Context: an optimization exercise on an open-source flow, tuned for small area, a short achievable clock period and few clock cycles per item. The choices shown serve that exercise and are no tape-out recipe. In this exercise RTL edits were held to simulation tests only and were not proved equivalent to the original.

==> build 94 <==
Design gray_quantizer_with_dither, start of the top module:
module gray_quantizer_with_dither
(
  input  wire logic              clk,
  input  wire logic              rst_n,
  input  wire logic              in_valid,
  output logic                   in_ready,
  input  wire logic [23:0]       in_data,
  output logic                   out_valid,
  input  wire logic              out_ready,
  output logic [8:0]             out_data,
  input  wire logic              psel,
  input  wire logic              penable,
  input  wire logic              pwrite,
  input  wire logic [gqd_pkg::ADDR_W-1:0] paddr,
  input  wire logic [gqd_pkg::DATA_W-1:0] pwdata,
  output logic [gqd_pkg::DATA_W-1:0]      prdata,
  output logic                   pready
);
clock: 8.0 ns
lec_check: 0
abc_area: 1
cap_margin: 20
core_margin: 2
core_utilization: 45
cts_buf_list: sky130_fd_sc_hd__clkbuf_4 sky130_fd_sc_hd__clkbuf_8
cts_cluster_size: 40
setup_slack_margin: 3.0
slew_margin: 20
run.sh (not shown) runs the stock make flow with config.mk's settings and CLKGATE_MAP_FILE= SYNTH_SCRIPT=/design/flow/synth_recipe.tcl, a recipe that flattens the netlist after the stock synthesis.
==> trial 98 (differences from build 94) <==
--- a/flow/design.v
+++ b/flow/design.v
@@ -169,17 +169,17 @@
   assign row_b = {1'b0, wc35, ws35, ws34, ws33, ws32, ws31, ws30, ws29, ws28, ws27, ws26, ws25, (a[1] & mf[0]), 1'b0};
   logic [14:0] sum;
   assign sum  = row_a + row_b;
   assign prod = sum[14:7];
 endmodule
 module gqd_mulr (
   input  wire logic [7:0] v,
   input  wire logic [7:0] n,
-  output logic      [7:0] r
+  output logic      [7:0] x
 );
   logic ws1;
   logic wc1;
   logic ws2;
   logic wc2;
   logic ws3;
   logic wc3;
   logic ws4;
@@ -266,17 +266,22 @@
   assign wc21 = (ws8 & wc13) | (ws8 & ws14) | (wc13 & ws14);
   assign ws22 = ws10 ^ wc14 ^ ws15;
   assign wc22 = (ws10 & wc14) | (ws10 & ws15) | (wc14 & ws15);
   assign ws23 = wc10 ^ wc15 ^ ws16;
   assign wc23 = (wc10 & wc15) | (wc10 & ws16) | (wc15 & ws16);
   logic [7:0] row_a, row_b;
   assign row_a = {wc21, wc20, wc19, wc18, wc17, (v[2] & n[0]), (v[0] & n[1]), (v[0] & n[0])};
   assign row_b = {ws22, ws21, ws20, ws19, ws18, ws17, (v[1] & n[0]), 1'b0};
-  assign r = row_a + row_b;
+  logic [7:0] na, nb, csa_s, csa_c;
+  assign na = ~row_a;
+  assign nb = ~row_b;
+  assign csa_s = na ^ nb ^ 8'd130;
+  assign csa_c = (na & nb) | ((na | nb) & 8'd130);
+  assign x = csa_s + (csa_c << 1);
 endmodule
 `default_nettype wire
 `default_nettype none
 module gqd_build
 (
   input  wire logic [8:0] levels,
   output logic [2:0]      shift,
   output logic [6:0]      mul,
@@ -407,32 +412,32 @@
       row_r <= '0;
     end else if (accept) begin
       col_r <= row_end ? '0 : col_p1[PW-1:0];
       if (row_end) begin
         row_r <= plane_end ? '0 : row_p1[PW-1:0];
       end
     end
   end
-  logic       s1_v, s1_pe, s1_up, s1_incu, s1_incd;
+  logic       s1_v, s1_pe, s1_up, s1_inc;
   logic [7:0] s1_p;
   logic [6:0] s1_fh;
   always_ff @(posedge clk) begin
     if (!rst_n) begin
       s1_v <= 1'b0;
     end else if (en) begin
       s1_v <= accept;
     end
     if (en) begin
       s1_pe   <= plane_end;
       s1_p    <= in_data[23:16];
       s1_fh   <= dither_i ? in_data[15:9] : 7'd0;
       s1_up   <= dither_i && pos;
-      s1_incu <= dither_i && pos && (in_data[15:0] != 16'd0);
-      s1_incd <= dither_i && !pos && (in_data[15:0] == 16'hFFFF);
+      s1_inc  <= dither_i && (pos ? (in_data[15:0] != 16'd0) :
+                                    (in_data[15:0] == 16'hFFFF && pow2_i));
     end
   end
   logic [7:0] p1;
   gqd_div u_div1 (
     .a    ({1'b0, s1_fh}),
     .mf   (mul_i),
     .prod (p1)
   );
@@ -444,56 +449,51 @@
       s2_v <= 1'b0;
     end else if (en) begin
       s2_v <= s1_v;
     end
     if (en) begin
       s2_pe   <= s1_pe;
       s2_p    <= s1_p;
       s2_up   <= s1_up;
-      s2_inc  <= s1_incu || (s1_incd && pow2_i);
+      s2_inc  <= s1_inc;
       s2_prod <= big_i ? 8'd0 : p1;
     end
   end
   logic [6:0] q1;
-  logic [9:0] vsum;
+  logic [8:0] vsum;
   logic [7:0] v;
   always_comb begin
-    q1 = 7'(s2_prod >> shift_i);
-    if (s2_up) begin
-      vsum = {2'b00, s2_p} + {3'b000, q1} + {9'd0, s2_inc};
-      v    = vsum[8] ? 8'hFF : vsum[7:0];
-    end else begin
-      vsum = {2'b00, s2_p} - {3'b000, q1} - {9'd0, s2_inc};
-      v    = vsum[9] ? 8'h00 : vsum[7:0];
-    end
+    q1   = 7'(s2_prod >> shift_i);
+    vsum = {1'b0, s2_p} + ({2'b00, q1} ^ {9{!s2_up}}) + {8'd0, s2_up ? s2_inc : !s2_inc};
+    v    = vsum[8] ? {8{s2_up}} : vsum[7:0];
   end
   logic       s3_v, s3_pe;
   logic [7:0] s3_vp;
   always_ff @(posedge clk) begin
     if (!rst_n) begin
       s3_v <= 1'b0;
     end else if (en) begin
       s3_v <= s2_v;
     end
     if (en) begin
       s3_pe <= s2_pe;
       s3_vp <= v;
     end
   end
-  logic [7:0] r, y;
+  logic [7:0] x, y;
   logic       sgn;
   gqd_mulr u_mulr (
     .v (s3_vp),
     .n (n_lo_i),
-    .r (r)
+    .x (x)
   );
   always_comb begin
-    sgn = r > 8'd128;
-    y   = sgn ? 8'(r - 8'd129) : 8'(8'd128 - r);
+    sgn = x[7] && (x[6:0] != 7'd0);
+    y   = x ^ {8{sgn}};
   end
   logic       s4_v, s4_pe, s4_sgn;
   logic [7:0] s4_vp, s4_y;
   always_ff @(posedge clk) begin
     if (!rst_n) begin
       s4_v <= 1'b0;
     end else if (en) begin
       s4_v <= s3_v;
@@ -526,22 +526,18 @@
       s5_sgn  <= s4_sgn;
       s5_prod <= big_i ? 8'd0 : p2;
     end
   end
   logic [7:0] q2;
   logic [8:0] osum;
   logic [7:0] opix;
   always_comb begin
-    q2 = 8'(s5_prod >> shift_i);
-    if (s5_sgn) begin
-      osum = {1'b0, s5_vp} - {1'b0, q2} - 9'd1;    
-    end else begin
-      osum = {1'b0, s5_vp} + {1'b0, q2};
-    end
+    q2   = 8'(s5_prod >> shift_i);
+    osum = {1'b0, s5_vp} + ({1'b0, q2} ^ {9{s5_sgn}});
     opix = osum[8] ? 8'hFF : osum[7:0];
   end
   logic       out_valid_r;
   logic [8:0] out_data_r, sk_data_r;
   always_ff @(posedge clk) begin
     if (!rst_n) begin
       out_valid_r <= 1'b0;
       sk_valid_r  <= 1'b0;
==> flow/flow/run.sh (new file) <==
#!/bin/bash
# The standard layout (the standard.sh: ORFS synthesis to final layout), with the
# ports buffered by buf_2 cells instead of the resizer's default choice.
export BUFFER_PORTS_ARGS="-buffer_cell sky130_fd_sc_hd__buf_2"
bash standard.sh > standard_flow.log 2>&1
==> flow/standard.sh (new file) <==
#!/bin/bash
# synth_recipe.tcl (not shown) runs the flow's synth.tcl, then flattens the netlist and writes it again
# the make line also repeats each setting of config.mk as NAME=value (left out here)
make -C /OpenROAD-flow-scripts/flow DESIGN_CONFIG=/design/flow/config.mk WORK_HOME=/design/flow/orfs CLKGATE_MAP_FILE= SYNTH_SCRIPT=/design/flow/synth_recipe.tcl "${@:-finish}"
SETUP_SLACK_MARGIN = 3.8   (was 3.0)
removed: flow/run.sh
==> impl.org <==
** Outcome
- The flow ran to the end and the layout has no timing, DRC or antenna violations.

** Timing
- In this run the tightest slew margin relative to its limit is 0.3438.

** Clock network
- Number of instances resized during post-cts repair :: 8

** Detailed routing
- Detailed routing placed a total of about 1300 um of wire on met3.

** Global route
- Across every metal layer, demand over resource in global routing totals 0.1961.

** Layout
- Multi-input combinational gate total :: 1338
- FF/Latch Area :: ~4600 sq um

** Synth
- Count of distinct cell types in the synthesized netlist :: 58
Source of the figures above: build 94

==> impl.org <==
** Detailed routing
- Amount of wire on met3 after detailed routing :: about 1500 um

** Outcome
- Status :: no timing/DRC/antenna violations

** Timing
- In this run the tightest slew margin relative to its limit is 0.2197.

** Global route
- Global router's overall resource usage :: 0.1996

** Layout
- In the final layout, flip-flops and latches occupy about 4600 sq um.

** Clock network
- Post-CTS repair changed the size of 26 cells.
Source of the figures above: trial 98

Testbench counts of build 94, summed over its fixed seeds: cycles 131,552, pixels 131,072.
Testbench counts of trial 98, summed over its fixed seeds: cycles 131,552, pixels 131,072.

## re-timing with driven ports
The flow's constraints put no driver on any port. The routed layouts listed below were extracted and timed again, unchanged, in two steps. Step 1, drivers: a clkbuf_16 drives clk and a buf_2 each remaining input, both assumed. Step 2 times the ports against the registers' clock, not the clock port: input delays grow and output delays shrink by t, the midpoint of the rising clock arrivals with the driver on. Slacks: no drivers / after step 1 / after step 2; pairs: no drivers / after step 1.
run	t (ns)	setup WS [ns]	worst setup path after step 2	latest minus earliest clock arrival (ns)	worst data-port slew with drivers (ns)
build 94	0.529	3.188 / 3.165 / 3.165	input to output	0.022 / 0.022	0.05
trial 98	0.512	3.855 / 3.797 / 3.797	input to output	0.025 / 0.025	0.06
After both steps every run listed still meets setup and hold. For trial 98, which loses most, drivers alone change the setup slack by -0.058 ns; drivers and shift together by -0.058 ns.
